What follows belongs to an exercise in optimizing a design on an open flow for small area and a short achievable clock period; a production flow would make more cautious choices.
Only simulation tests tie the RTL to the original design; equivalence was not proved.

==> flow/design.v <==
package vliw_wb_pkg;
    localparam int WB_NUM_REQ   = 8;
    localparam int WB_NUM_PORTS = 2;
    localparam int REG_ADDR_W   = 5;
    localparam int REG_DATA_W   = 32;
    localparam int REQ_ADD0   = 0;
    localparam int REQ_ADD1   = 1;
    localparam int REQ_MUL_HI = 2;
    localparam int REQ_MUL_LO = 3;
    localparam int REQ_FADD0  = 4;
    localparam int REQ_FADD1  = 5;
    localparam int REQ_FMUL   = 6;
    localparam int REQ_LOGIC  = 7;
    typedef struct packed {
        logic [REG_ADDR_W-1:0] addr;
        logic [REG_DATA_W-1:0] data;
    } wb_entry_t;
endpackage
module wb_fifo2 #(
    parameter int W = vliw_wb_pkg::REG_ADDR_W + vliw_wb_pkg::REG_DATA_W
) (
    input  logic         clk,
    input  logic         rst_n,
    input  logic         push_i,    
    input  logic [W-1:0] din_i,
    input  logic         pop_i,     
    output logic [W-1:0] slot0_o,
    output logic [W-1:0] slot1_o,
    output logic         rd_o,      
    output logic [1:0]   count_o
);
    logic [W-1:0] slot0_q, slot1_q;
    logic [1:0]   count_q;
    logic         rd_q;
    logic         wr;
    assign wr = rd_q ^ count_q[0];
    always_ff @(posedge clk) begin
        if (push_i && !wr) slot0_q <= din_i;
        if (push_i &&  wr) slot1_q <= din_i;
    end
    always_ff @(posedge clk) begin
        if (!rst_n) begin
            count_q <= '0;
            rd_q    <= 1'b0;
        end else begin
            count_q <= count_q + {1'b0, push_i} - {1'b0, pop_i};
            if (pop_i) rd_q <= ~rd_q;
        end
    end
    assign slot0_o = slot0_q;
    assign slot1_o = slot1_q;
    assign rd_o    = rd_q;
    assign count_o = count_q;
endmodule
module vliw_wb_arbiter #(
    parameter int NUM_REQ   = vliw_wb_pkg::WB_NUM_REQ,
    parameter int NUM_PORTS = vliw_wb_pkg::WB_NUM_PORTS,
    parameter int DATA_W    = vliw_wb_pkg::REG_DATA_W,
    parameter int ADDR_W    = vliw_wb_pkg::REG_ADDR_W
) (
    input  logic                        clk,
    input  logic                        rst_n,
    input  logic [NUM_REQ-1:0]          req_valid,
    input  logic [NUM_REQ*ADDR_W-1:0]   req_addr,
    input  logic [NUM_REQ*DATA_W-1:0]   req_data,
    output logic [NUM_REQ-1:0]          req_ready,
    output logic [NUM_PORTS-1:0]        wr_en,
    output logic [NUM_PORTS*ADDR_W-1:0] wr_addr,
    output logic [NUM_PORTS*DATA_W-1:0] wr_data,
    output logic                        busy
);
    localparam int PTR_W   = (NUM_REQ > 1) ? $clog2(NUM_REQ) : 1;
    localparam int ENTRY_W = ADDR_W + DATA_W;    
    logic [ENTRY_W-1:0]   slot0 [NUM_REQ];
    logic [ENTRY_W-1:0]   slot1 [NUM_REQ];
    logic [ADDR_W-1:0]    head_addr [NUM_REQ];
    logic [NUM_REQ-1:0]   rd;
    logic [1:0]           count [NUM_REQ];
    logic [NUM_REQ-1:0]   push;
    logic [NUM_REQ-1:0]   pop;
    logic [NUM_REQ-1:0]   nonempty;
    logic [PTR_W-1:0]     rr_ptr_q, rr_ptr_d;
    logic [NUM_PORTS-1:0] wr_en_q, wr_en_d;
    logic [NUM_REQ-1:0]   gnt_d [NUM_PORTS];
    logic [NUM_REQ-1:0]   gnt_q [NUM_PORTS];
    for (genvar i = 0; i < NUM_REQ; i++) begin : g_fifo
        assign req_ready[i] = rst_n && !count[i][1];
        assign push[i]      = req_valid[i] && req_ready[i];
        assign nonempty[i]  = count[i][1] || count[i][0];
        assign head_addr[i] = rd[i] ? slot1[i][ENTRY_W-1 -: ADDR_W]
                                    : slot0[i][ENTRY_W-1 -: ADDR_W];
        wb_fifo2 #(.W(ENTRY_W)) u_fifo (
            .clk     (clk),
            .rst_n   (rst_n),
            .push_i  (push[i]),
            .din_i   ({req_addr[i*ADDR_W +: ADDR_W], req_data[i*DATA_W +: DATA_W]}),
            .pop_i   (pop[i]),
            .slot0_o (slot0[i]),
            .slot1_o (slot1[i]),
            .rd_o    (rd[i]),
            .count_o (count[i])
        );
    end
    logic [ADDR_W-1:0]  addr0;
    logic [NUM_REQ-1:0] elig1;
    logic               found0, found1;
    logic [PTR_W-1:0]   idx0, idx1;
    always_comb begin
        gnt_d[0] = '0;
        found0   = 1'b0;
        idx0     = '0;
        for (int k = 0; k < NUM_REQ; k++) begin
            if (!found0 && nonempty[PTR_W'(rr_ptr_q + PTR_W'(k))]) begin
                found0 = 1'b1;
                idx0   = PTR_W'(rr_ptr_q + PTR_W'(k));
            end
        end
        for (int i = 0; i < NUM_REQ; i++) gnt_d[0][i] = found0 && (idx0 == PTR_W'(i));
        addr0 = '0;
        for (int i = 0; i < NUM_REQ; i++)
            if (gnt_d[0][i]) addr0 = addr0 | head_addr[i];
        for (int i = 0; i < NUM_REQ; i++)
            elig1[i] = nonempty[i] && (head_addr[i] != addr0);
        found1 = 1'b0;
        idx1   = '0;
        for (int k = 1; k < NUM_REQ; k++) begin
            if (!found1 && elig1[PTR_W'(idx0 + PTR_W'(k))]) begin
                found1 = 1'b1;
                idx1   = PTR_W'(idx0 + PTR_W'(k));
            end
        end
        for (int i = 0; i < NUM_REQ; i++) gnt_d[1][i] = found1 && (idx1 == PTR_W'(i));
        pop        = gnt_d[0] | gnt_d[1];
        wr_en_d[0] = found0;
        wr_en_d[1] = found1;
        if (found1)      rr_ptr_d = PTR_W'(idx1 + 1'b1);
        else if (found0) rr_ptr_d = PTR_W'(idx0 + 1'b1);
        else             rr_ptr_d = rr_ptr_q;
    end
    always_ff @(posedge clk) begin
        if (!rst_n) begin
            rr_ptr_q <= '0;
            wr_en_q  <= '0;
        end else begin
            rr_ptr_q <= rr_ptr_d;
            wr_en_q  <= wr_en_d;
        end
        gnt_q[0] <= gnt_d[0];
        gnt_q[1] <= gnt_d[1];
    end
    for (genvar p = 0; p < NUM_PORTS; p++) begin : g_port
        always_comb begin
            logic [ENTRY_W-1:0] e;
            e = '0;
            for (int i = 0; i < NUM_REQ; i++) begin
                if (gnt_q[p][i] && !rd[i]) e = e | slot1[i];
                if (gnt_q[p][i] &&  rd[i]) e = e | slot0[i];
            end
            wr_addr[p*ADDR_W +: ADDR_W] = e[ENTRY_W-1 -: ADDR_W];
            wr_data[p*DATA_W +: DATA_W] = e[DATA_W-1:0];
        end
    end
    assign wr_en = wr_en_q;
    assign busy  = (|nonempty) || (|wr_en_q);
endmodule
==> flow/constraint.sdc <==
create_clock -name core_clock -period 100.0 [get_ports {clk}]
set_input_delay 20.0000 -clock core_clock [delete_from_list [all_inputs] [get_ports {clk}]]
set_output_delay 20.0000 -clock core_clock [all_outputs]
set_load 0.01 [all_outputs]
==> flow/config.mk <==
export PLATFORM = sky130hd
export DESIGN_NAME = vliw_wb_arbiter
export DESIGN_NICKNAME = vliw_wb_arbiter
export VERILOG_FILES = /design/flow/design.v
export SDC_FILE = /design/flow/constraint.sdc
export NUM_CORES = 4
export LEC_CHECK = 0
export CAP_MARGIN = 20
export CORE_MARGIN = 2
export CORE_UTILIZATION = 20
export PLACE_DENSITY = 0.3
export SLEW_MARGIN = 20
==> flow/run.sh <==
#!/bin/bash
# synth_recipe.tcl (not shown) runs the flow's synth.tcl, then flattens the netlist and writes it again
# the make line also repeats each setting of config.mk as NAME=value (left out here)
make -C /OpenROAD-flow-scripts/flow DESIGN_CONFIG=/design/flow/config.mk WORK_HOME=/design/flow/orfs CLKGATE_MAP_FILE= SYNTH_SCRIPT=/design/flow/synth_recipe.tcl finish
==> run notes <==
-- sequential cells by signal, summed over array words and instances (netlist names) --
name and count:
wr_en_q 2, g_fifo.u_fifo.rd_q 8, g_fifo.u_fifo.slot0_q 296, g_fifo.u_fifo.count_q 16, gnt_q 16, rr_ptr_q 3, g_fifo.u_fifo.slot1_q 296
-- Yosys cell counts, types with 5 or more instances --
| master | n | area, um2 |
|---|---|---|
| a211oi_1 | 12 | 90.1 |
| a221oi_1 | 136 | 1190 |
| o211ai_1 | 18 | 135 |
| xor2_1 | 32 | 280 |
| and3_1 | 26 | 163 |
| o2111ai_1 | 8 | 70.1 |
| nor3_1 | 16 | 80.1 |
| mux2i_1 | 43 | 430 |
| and2_0 | 5 | 31.3 |
| a21o_1 | 10 | 75.1 |
| nor2_1 | 90 | 338 |
| mux2_2 | 224 | 2520 |
| or2_1 | 5 | 31.3 |
| edfxtp_1 | 592 | 17800 |
| nand3_1 | 33 | 165 |
| a222oi_1 | 34 | 340 |
| ha_1 | 32 | 400 |
| xnor2_1 | 24 | 210 |
| nand2b_1 | 8 | 50.1 |
| o211a_1 | 6 | 60.1 |
| buf_1 | 22 | 82.6 |
| a22oi_1 | 145 | 1090 |
| o21a_1 | 5 | 37.5 |
| and2_1 | 24 | 150 |
| clkbuf_1 | 126 | 473 |
| o21ai_0 | 20 | 100 |
| or2_2 | 6 | 37.5 |
| o22ai_1 | 13 | 81.3 |
| a211o_1 | 7 | 61.3 |
| dfxtp_1 | 45 | 901 |
| a22o_1 | 126 | 1100 |
| inv_1 | 30 | 113 |
| nand2_1 | 63 | 236 |
| nor2b_1 | 19 | 119 |
| mux4_2 | 17 | 383 |
| a21oi_1 | 23 | 115 |
| buf_2 | 11 | 55.1 |
| nand4_1 | 65 | 407 |
| o21ai_1 | 7 | 35.0 |
-- worst max-delay path by stage --
| stage | startpoint | endpoint | cells after the start |
|---|---|---|---|
| 2_1_floorplan | rst_n | req_ready[0] | 3 |
| 3_3_place_gp | rst_n | req_ready[3] | 5 |
| 3_5_place_dp | rst_n | req_ready[0] | 5 |
| 4_1_cts | rst_n | req_ready[3] | 5 |
| 5_1_grt | rst_n | req_ready[3] | 5 |
| 6_report | rst_n | req_ready[3] | 5 |
-- critical path, cell delays in order --
cell and delay (ns):
clkdlybuf4s50_1 1.08, inv_1 0.47, buf_4 0.32, nor2_1 0.19
clkdlybuf4s50_1 0.62
-- stage by stage --
stage,cells,area [um2]
floorplan,2231,31000
global placement,4579,37600
detailed placement,4580,37700
CTS,4727,40300
global route,4727,40300
finish,4730,40300
-- layout make-up --
cell class                 count  area (um2)
inverter                      35         131
multi-input combinational   1396       11800
clock inverter                48         477
timing repair buffer         468        4500
fill                       15800      114000
tap                         2044        2560
sequential                   637       18700
antenna                        3        7.51
clock buffer                  99        2140
-- routing by layer --
| layer | up-vias | part of all wire, % |
|---|---|---|
| met2 | 1464 | 48 |
| met5 | - | 0.056 |
| met3 | 308 | 7.3 |
| met1 | 12900 | 42 |
| li1 | 10100 | - |
| met4 | 14 | 3.1 |
-- cell usage in the layout (no fill, tap or decap), drive strengths merged, types with 44 or more instances in the layout --
cell	synthesis	routed
edfxtp	592	592
clkdlybuf4s50	0	390
mux2	225	225
a22oi	145	145
a221oi	137	137
a22o	126	126
clkbuf	126	99
nor2	90	90
buf	37	78
nand4	66	66
nand2	64	64
dfxtp	45	45
mux2i	44	44
-- cell families (layout without fill, tap and decap cells) --
logic type | Yosys count | in the layout | share of synthesized area (%)
buf+inv | 198 | 650 | 2.53
simple gates | 385 | 385 | 6.56
other cells | 0 | 3 | 0
xor+xnor | 56 | 56 | 1.58
mux | 286 | 286 | 10.9
flops | 637 | 637 | 60.2
fa+ha+maj | 32 | 32 | 1.29
compound gates | 637 | 637 | 16.9
==> run notes <==
grt met3 use=approximately 4.3%; Worst R2R End=g_fifo[7].u_fifo.count_q[1]; Chip Height=between 300 and 400 um; Die Span X=398 um; total die area=around 160000 um2; GR met2 Demand/Resource=a little under two fifths; Slew Viols, Final=0; GRT Resource Usage Total=22.1%; worst min-delay path class=flip-flop to flip-flop; Register-to-Register Setup Slack=approximately 88 ns; worst min-delay path startpoint=g_fifo[0].u_fifo.count_q[1]; Worst Hold Path EP=g_fifo[0].u_fifo.count_q[1]; slew at the pin closest to its max-slew limit=between 1 and 1.5 ns; data arrival time of the critical path=22.70 ns; maximum fanout encountered on the critical timing path=20; total number of vias=roughly 25000; Post-CTS Setup Bufs=0; Synth Area per Inst=roughly 14 um2; number of synthesized flops with an enable pin=about 600; Synth Flop Type=edfxtp_1; final critical path time including I/O delays and setup=about 43 ns; cell depth of the worst min-delay path=2; most used routing layer in global routing=met2; Async S/R FF share, synth=0%; Slew HR=19.7%; via density per instance=~5.2; result of the run=no timing/DRC/antenna violations; fin crit share=around 43%; Cell Rows=144; maximum level of the CTS H-tree=3; initial core utilization=between 20% and 30%; pin count of the biggest net entering global routing=38; final count of hold timing violations=0; count of cells along the worst register-to-register path=35; vias in the first global route=approximately 25000; worst-case setup slack after placement=57.27 ns; clock-pin slew of the registers on the worst-case setup and hold paths=roughly 0.060 ns; share of final-layout standard cells stronger than drive strength 1=19.5%; sequential element share of the synthesized area=60.2%; post-synthesis cell count=about 2200; maximum number of buffers from clock root to sink=3; RePlAce Congestion=0.839; GR met1 Demand/Resource=about 29%; max-capacitance violation count=0; Setup WS post-layout=around 57 ns; DRT Wirelength=~180000 um; CTS Sinks=around 640; number of buffers created by CTS=around 80; worst clock skew on the final layout=approximately 0.059 ns; wire length of the first global-routing pass=between 200000 and 250000 um; clock insertion delay at the later pin of the skew report=roughly 0.7 ns; f_max=23.4 MHz; Final HPWL DP=118000 um; post-synthesis instance area=a little over 30000 um2; IO Count=~390; CTS tree=built; share of the core filled with cells in the final layout=between 20% and 30%; Crit Path Class=input pin to output pin; setup repair after global routing missed its margin=no; first-pass iteration count of the detailed router=6; number of endpoints failing setup at the final stage=0; input/output buffers=390; Iteration-0 DRC Markers=roughly 2900; smallest hold slack=between 0.5 and 0.6 ns; total negative slack=0 ns; type of origin of the critical path=input pin; count of yosys warnings during synthesis=11; Hold-fix buffers, CTS=0; number of gates resized after CTS=0; type of element capturing the critical path=output pin; grt total ovfl=0; number of nets with antenna violations after detailed routing=0; Yosys cell types=between 90 and 100; routed length per placed instance=37.9 um; area inside the core boundary=154000 um2; Area growth, synth to finish=29.9%; reg-to-reg startpoint=rr_ptr_q[1]; CTS root buf=clkbuf_16; flip-flop and latch count after synthesis=~640; antenna violations before repair=14; Final nets=between 2000 and 3000; data required time at the worst endpoint=roughly 80 ns; Synth Net Count=2569; number of remaining DRC errors=0

-- port drivers added, routing unchanged --
In the flow no input, the clock included, has a driving cell. The finished layout below was timed again as built, in two steps. Step 1: set_driving_cell puts a clkbuf_16 on clk and a buf_2 on each other input, an assumption about the parent block. Step 2 times the ports against the registers' clock, not the clock port: input delays grow and output delays shrink by t, the midpoint of the rising clock arrivals with the driver on. Three values: ideal, step 1, step 2; two values: the first two.
t (ns): 0.756
setup slack, ns: 57.299 / 57.264 / 57.264
worst setup path at the end: input to output
slew at the worst register clock pin (ns): 0.06 / 0.06
cell pins on the clock port's net: 1
After both steps this run still meets setup and hold. The setup slack of this run moves by -0.035 ns with the drivers and by -0.035 ns with both steps.
